What follows belongs to an exercise in optimizing a design on an open flow for small area; a production flow would make more cautious choices.
In this exercise RTL edits were held to simulation tests only and were not proved equivalent to the original.
Power and IR drop assume default switching activity.

Design mips_regfile_wr, start of the top module:
module mips_regfile_wr #(
  parameter int DATA_W = mips_pkg::DATA_W,
  parameter int ADDR_W = mips_pkg::ADDR_W,
  parameter int BYPASS = 1
) (
  input  logic              clk,
  input  logic              rst_n,
  input  logic              wr,
  input  logic [ADDR_W-1:0] wr_addr,
  input  logic [DATA_W-1:0] wr_data,
  input  logic [ADDR_W-1:0] rd1_addr,
  output logic [DATA_W-1:0] rd1_data,
  input  logic [ADDR_W-1:0] rd2_addr,
  output logic [DATA_W-1:0] rd2_data,
  output logic              wr_ack,
  output logic [ADDR_W-1:0] wr_ack_addr,
  output logic [15:0]       wr_cnt
);
  localparam int NREG = 2 ** ADDR_W;
  wire  [(NREG-1)*DATA_W-1:0] nxt;       
  wire  [NREG-1:1]            vld_nxt;   
  logic                       commit;
  assign commit = wr && (wr_addr != '0);
  logic [3:0] whi;
  logic [7:0] wlo;
  for (genvar j = 0; j < 4; j++) begin : g_whi
    assign whi[j] = wr && (wr_addr[4:3] == j);
  end
  for (genvar k = 0; k < 8; k++) begin : g_wlo
    assign wlo[k] = (wr_addr[2:0] == k);
  end
  for (genvar i = 1; i < NREG; i++) begin : g_row
    logic              we;
    logic              we_n;
    logic [DATA_W-1:0] q;
    logic [DATA_W-1:0] q_nxt;
    logic              v;
    logic              v_nxt;
    regfile_nand2 u_we_n (.a({whi[i/8], wlo[i%8]}), .y(we_n));
    assign we = ~we_n;
    for (genvar b = 0; b < DATA_W; b++) begin : g_bit
      regfile_hold u_hold (
        .we  (we),
        .we_n(we_n),
        .d   (wr_data[b]),
        .q   (q[b]),
        .nxt (q_nxt[b])
      );
    end
    always_ff @(posedge clk) begin
      q <= q_nxt;
    end
    assign v_nxt = v | we;
    always_ff @(posedge clk or negedge rst_n) begin
      if (!rst_n)
        v <= 1'b0;
      else
        v <= v_nxt;
    end
    assign nxt[(i-1)*DATA_W +: DATA_W] = q_nxt;
    assign vld_nxt[i]                  = v_nxt;
  end
  always_ff @(posedge clk or negedge rst_n) begin
  ...
For scale: ~3300 cells after synthesis, roughly 1000 flip-flops, about 140 I/O pins, roughly 40000 um2 of cells after synthesis.
export LEC_CHECK = 0
export CAP_MARGIN = 20
export CORE_MARGIN = 2
export CORE_UTILIZATION = 45
export SLEW_MARGIN = 20
export SYNTH_HIERARCHICAL = 1
export SYNTH_MINIMUM_KEEP_SIZE = 0
create_clock -name core_clock -period 8.0 [get_ports {clk}]
standard.sh (not shown) runs the stock make flow with config.mk's settings and CLKGATE_MAP_FILE= SYNTH_SCRIPT=/design/flow/synth_recipe.tcl, a recipe that flattens the netlist after the stock synthesis.
==> flow/flow/run.sh <==
#!/bin/bash
# The standard layout (standard.sh, all steps), with these changes passed to
# the ORFS scripts through their own variables:
#  - the port buffers that buffer_ports inserts are buf_1 cells (repair_design
#    still resizes or buffers them where a net needs more drive);
#  - clock tree synthesis inserts no dummy loads, and clusters up to 25 sinks
#    within 80 um under each leaf buffer.
set -o pipefail
cp standard.sh standard_sh.log
export BUFFER_PORTS_ARGS="-buffer_cell sky130_fd_sc_hd__buf_1"
export CTS_ARGS="-sink_clustering_enable -repair_clock_nets -dont_use_dummy_load -sink_clustering_size 25 -sink_clustering_max_diameter 80"
bash standard.sh > standard.log 2>&1
Rerun with:
- CAP_MARGIN: 20 -> 10
- SLEW_MARGIN: 20 -> 10
Outcome: Total power grows by about 0.44%. Non-clock buffer count shrinks by 2. Worst setup slack gains 35 ps. Hold slack loses 4.6 ps.

========
Setup of rev 12:
The RTL this note starts from:
==> flow/design.v <==
package mips_pkg;
  localparam int DATA_W = 32;
  localparam int ADDR_W = 5;
  localparam int CNT_W  = 16;
  localparam logic [CNT_W-1:0] CNT_MAX = 16'hFFFF;
  localparam logic [4:0] REG_ZERO = 5'd0;
  localparam logic [4:0] REG_SP   = 5'd29;
  localparam logic [4:0] REG_RA   = 5'd31;
endpackage
module regfile_rd_port #(
  parameter int DATA_W = mips_pkg::DATA_W,
  parameter int ADDR_W = mips_pkg::ADDR_W,
  parameter int BYPASS = 1
) (
  input  logic [ADDR_W-1:0] addr,
  input  logic [(2**ADDR_W)*DATA_W-1:0] regs,
  input  logic [2**ADDR_W-1:0] valid,
  input  logic              wr_en,
  input  logic [ADDR_W-1:0] wr_addr,
  input  logic [DATA_W-1:0] wr_data,
  output logic [DATA_W-1:0] data
);
  localparam int NREG = 2 ** ADDR_W;
  logic hit;
  logic [NREG-1:0] sel;
  assign hit = (BYPASS != 0) && wr_en && (addr == wr_addr);
  always_comb begin
    sel[0] = hit;
    for (int i = 1; i < NREG; i++)
      sel[i] = (addr == i) && valid[i] && !hit;
  end
  for (genvar b = 0; b < DATA_W; b++) begin : g_bit
    logic [NREG-1:0] col;
    assign col[0] = wr_data[b];
    for (genvar i = 1; i < NREG; i++) begin : g_col
      assign col[i] = regs[i*DATA_W + b];
    end
    regfile_rd_bit u_bit (.d(col), .sel(sel), .q(data[b]));
  end
endmodule
module regfile_rd_bit (
  input  logic [31:0] d,
  input  logic [31:0] sel,
  output logic        q
);
  logic [9:0] t_n;
  for (genvar k = 0; k < 10; k++) begin : g_aoi
    regfile_aoi222 u_aoi (
      .a  (d[3*k +: 3]),
      .b  (sel[3*k +: 3]),
      .y_n(t_n[k])
    );
  end
  logic [2:0] g;
  regfile_nand4 u_g0 (.a(t_n[3:0]), .y(g[0]));
  regfile_nand4 u_g1 (.a(t_n[7:4]), .y(g[1]));
  regfile_g2    u_g2 (.t_n(t_n[9:8]), .a(d[31:30]), .b(sel[31:30]), .y(g[2]));
  regfile_or3   u_q  (.a(g), .y(q));
endmodule
module regfile_aoi222 (
  input  logic [2:0] a,
  input  logic [2:0] b,
  output logic       y_n
);
  assign y_n = ~|(a & b);
endmodule
module regfile_g2 (
  input  logic [1:0] t_n,
  input  logic [1:0] a,
  input  logic [1:0] b,
  output logic       y
);
  assign y = ~&t_n | (|(a & b));
endmodule
module regfile_nand4 (
  input  logic [3:0] a,
  output logic       y
);
  assign y = ~&a;
endmodule
module regfile_or3 (
  input  logic [2:0] a,
  output logic       y
);
  assign y = |a;
endmodule
module mips_regfile_wr #(
  parameter int DATA_W = mips_pkg::DATA_W,
  parameter int ADDR_W = mips_pkg::ADDR_W,
  parameter int BYPASS = 1
) (
  input  logic              clk,
  input  logic              rst_n,
  input  logic              wr,
  input  logic [ADDR_W-1:0] wr_addr,
  input  logic [DATA_W-1:0] wr_data,
  input  logic [ADDR_W-1:0] rd1_addr,
  output logic [DATA_W-1:0] rd1_data,
  input  logic [ADDR_W-1:0] rd2_addr,
  output logic [DATA_W-1:0] rd2_data,
  output logic              wr_ack,
  output logic [ADDR_W-1:0] wr_ack_addr,
  output logic [15:0]       wr_cnt
);
  localparam int NREG = 2 ** ADDR_W;
  wire  [NREG*DATA_W-1:0] regs;
  wire  [NREG-1:0]        valid;
  logic                   commit;
  assign commit = wr && (wr_addr != '0);
  assign regs[DATA_W-1:0] = '0;
  assign valid[0]         = 1'b0;
  for (genvar i = 1; i < NREG; i++) begin : g_row
    logic              we;
    logic [DATA_W-1:0] q;
    logic              v;
    assign we = wr && (wr_addr == i);
    logic              we_n;
    logic [DATA_W-1:0] q_nxt;
    assign we_n = ~we;
    for (genvar b = 0; b < DATA_W; b++) begin : g_bit
      regfile_hold u_hold (
        .we  (we),
        .we_n(we_n),
        .d   (wr_data[b]),
        .q   (q[b]),
        .nxt (q_nxt[b])
      );
    end
    always_ff @(posedge clk) begin
      q <= q_nxt;
    end
    always_ff @(posedge clk or negedge rst_n) begin
      if (!rst_n)
        v <= 1'b0;
      else if (we)
        v <= 1'b1;
    end
    assign regs[i*DATA_W +: DATA_W] = q;
    assign valid[i]                 = v;
  end
  always_ff @(posedge clk or negedge rst_n) begin
    if (!rst_n) begin
      wr_ack      <= 1'b0;
      wr_ack_addr <= '0;
      wr_cnt      <= '0;
    end else begin
      wr_ack <= commit;
      if (commit) begin
        wr_ack_addr <= wr_addr;
        if (wr_cnt != mips_pkg::CNT_MAX)
          wr_cnt <= wr_cnt + 16'd1;
      end
    end
  end
  regfile_rd_port #(
    .DATA_W(DATA_W),
    .ADDR_W(ADDR_W),
    .BYPASS(BYPASS)
  ) u_rd1 (
    .addr    (rd1_addr),
    .regs    (regs),
    .valid   (valid),
    .wr_en   (commit),
    .wr_addr (wr_addr),
    .wr_data (wr_data),
    .data    (rd1_data)
  );
  regfile_rd_port #(
    .DATA_W(DATA_W),
    .ADDR_W(ADDR_W),
    .BYPASS(BYPASS)
  ) u_rd2 (
    .addr    (rd2_addr),
    .regs    (regs),
    .valid   (valid),
    .wr_en   (commit),
    .wr_addr (wr_addr),
    .wr_data (wr_data),
    .data    (rd2_data)
  );
endmodule
module regfile_hold (
  input  logic we,
  input  logic we_n,
  input  logic d,
  input  logic q,
  output logic nxt
);
  assign nxt = (we & d) | (we_n & q);
endmodule
==> flow/config.mk <==
export PLATFORM = sky130hd
export DESIGN_NAME = mips_regfile_wr
export DESIGN_NICKNAME = mips_regfile_wr
export VERILOG_FILES = /design/flow/design.v
export SDC_FILE = /design/flow/constraint.sdc
export NUM_CORES = 4
export LEC_CHECK = 0
export CAP_MARGIN = 20
export CORE_MARGIN = 2
export CORE_UTILIZATION = 50
export CTS_CLUSTER_DIAMETER = 80
export CTS_CLUSTER_SIZE = 25
export SLEW_MARGIN = 20
export SYNTH_HIERARCHICAL = 1
export SYNTH_MINIMUM_KEEP_SIZE = 0
==> flow/constraint.sdc <==
create_clock -name core_clock -period 8.0 [get_ports {clk}]
set_input_delay 1.6000 -clock core_clock [delete_from_list [all_inputs] [get_ports {clk}]]
set_output_delay 1.6000 -clock core_clock [all_outputs]
set_load 0.01 [all_outputs]
run.sh (not shown) runs the stock make flow with config.mk's settings and CLKGATE_MAP_FILE= SYNTH_SCRIPT=/design/flow/synth_recipe.tcl, a recipe that flattens the netlist after the stock synthesis.
Stock flow here: none of the scripts above is used.
Modified inputs, rev 13 compared to rev 12
Settings: clearing CTS_CLUSTER_DIAMETER, which used to be 80; clearing CTS_CLUSTER_SIZE, which used to be 25; putting GPL_TIMING_DRIVEN at 0 where nothing was set.
## What came out
Relative to rev 12, worst setup slack has decreased by 570 ps in rev 13.
Global-route met3 utilization: higher on rev 13
Measured against each other, rev 13 and rev 12 differ in total of clock buffers placed in the layout, the lower figure coming from rev 12.
Rev 13 ran in full, but the layout does not pass; the checks complain about negative setup slack.
Relative to rev 12, design area has gone up in rev 13.
Diff rev 13..rev 12 | die boundary height | unchanged
The wire length on met3 in rev 13 sits 11% above the value recorded for rev 12.
The final reports for rev 13 and rev 12 show post-placement cell area higher in the former.

separate check: timing with driven ports:
The flow's constraints put no driver on any port. The routed layouts listed below were extracted and timed again, unchanged, in two steps. Step 1, drivers: a clkbuf_16 drives clk and a buf_2 each remaining input, both assumed. Step 2, shift: input delay + t, output delay - t, t = (earliest + latest rising clock arrival at the registers) / 2. This alone moves slack from input paths to output paths. a / b / c = ideal / step 1 / step 2; a / b = the first two.
run | shift t [ns] | slack for setup (ns) | hold slack, ns | worst data-port slew with drivers (ns)
the first run of note 1 | 0.713 | 0.591 / 0.565 / 0.565 | 0.480 / 0.480 / 0.480 | 0.08
the second run of note 1 | 0.711 | 0.625 / 0.602 / 0.602 | 0.475 / 0.475 / 0.475 | 0.08
rev 12 | 0.740 | 0.459 / 0.416 / 0.416 | 0.479 / 0.479 / 0.479 | 0.21
rev 13 | 0.772 | -0.108 / -0.142 / -0.142 | 0.498 / 0.498 / 0.498 | 0.13
For rev 12, which loses most, drivers alone change the setup slack by -0.043 ns; drivers and shift together by -0.043 ns.
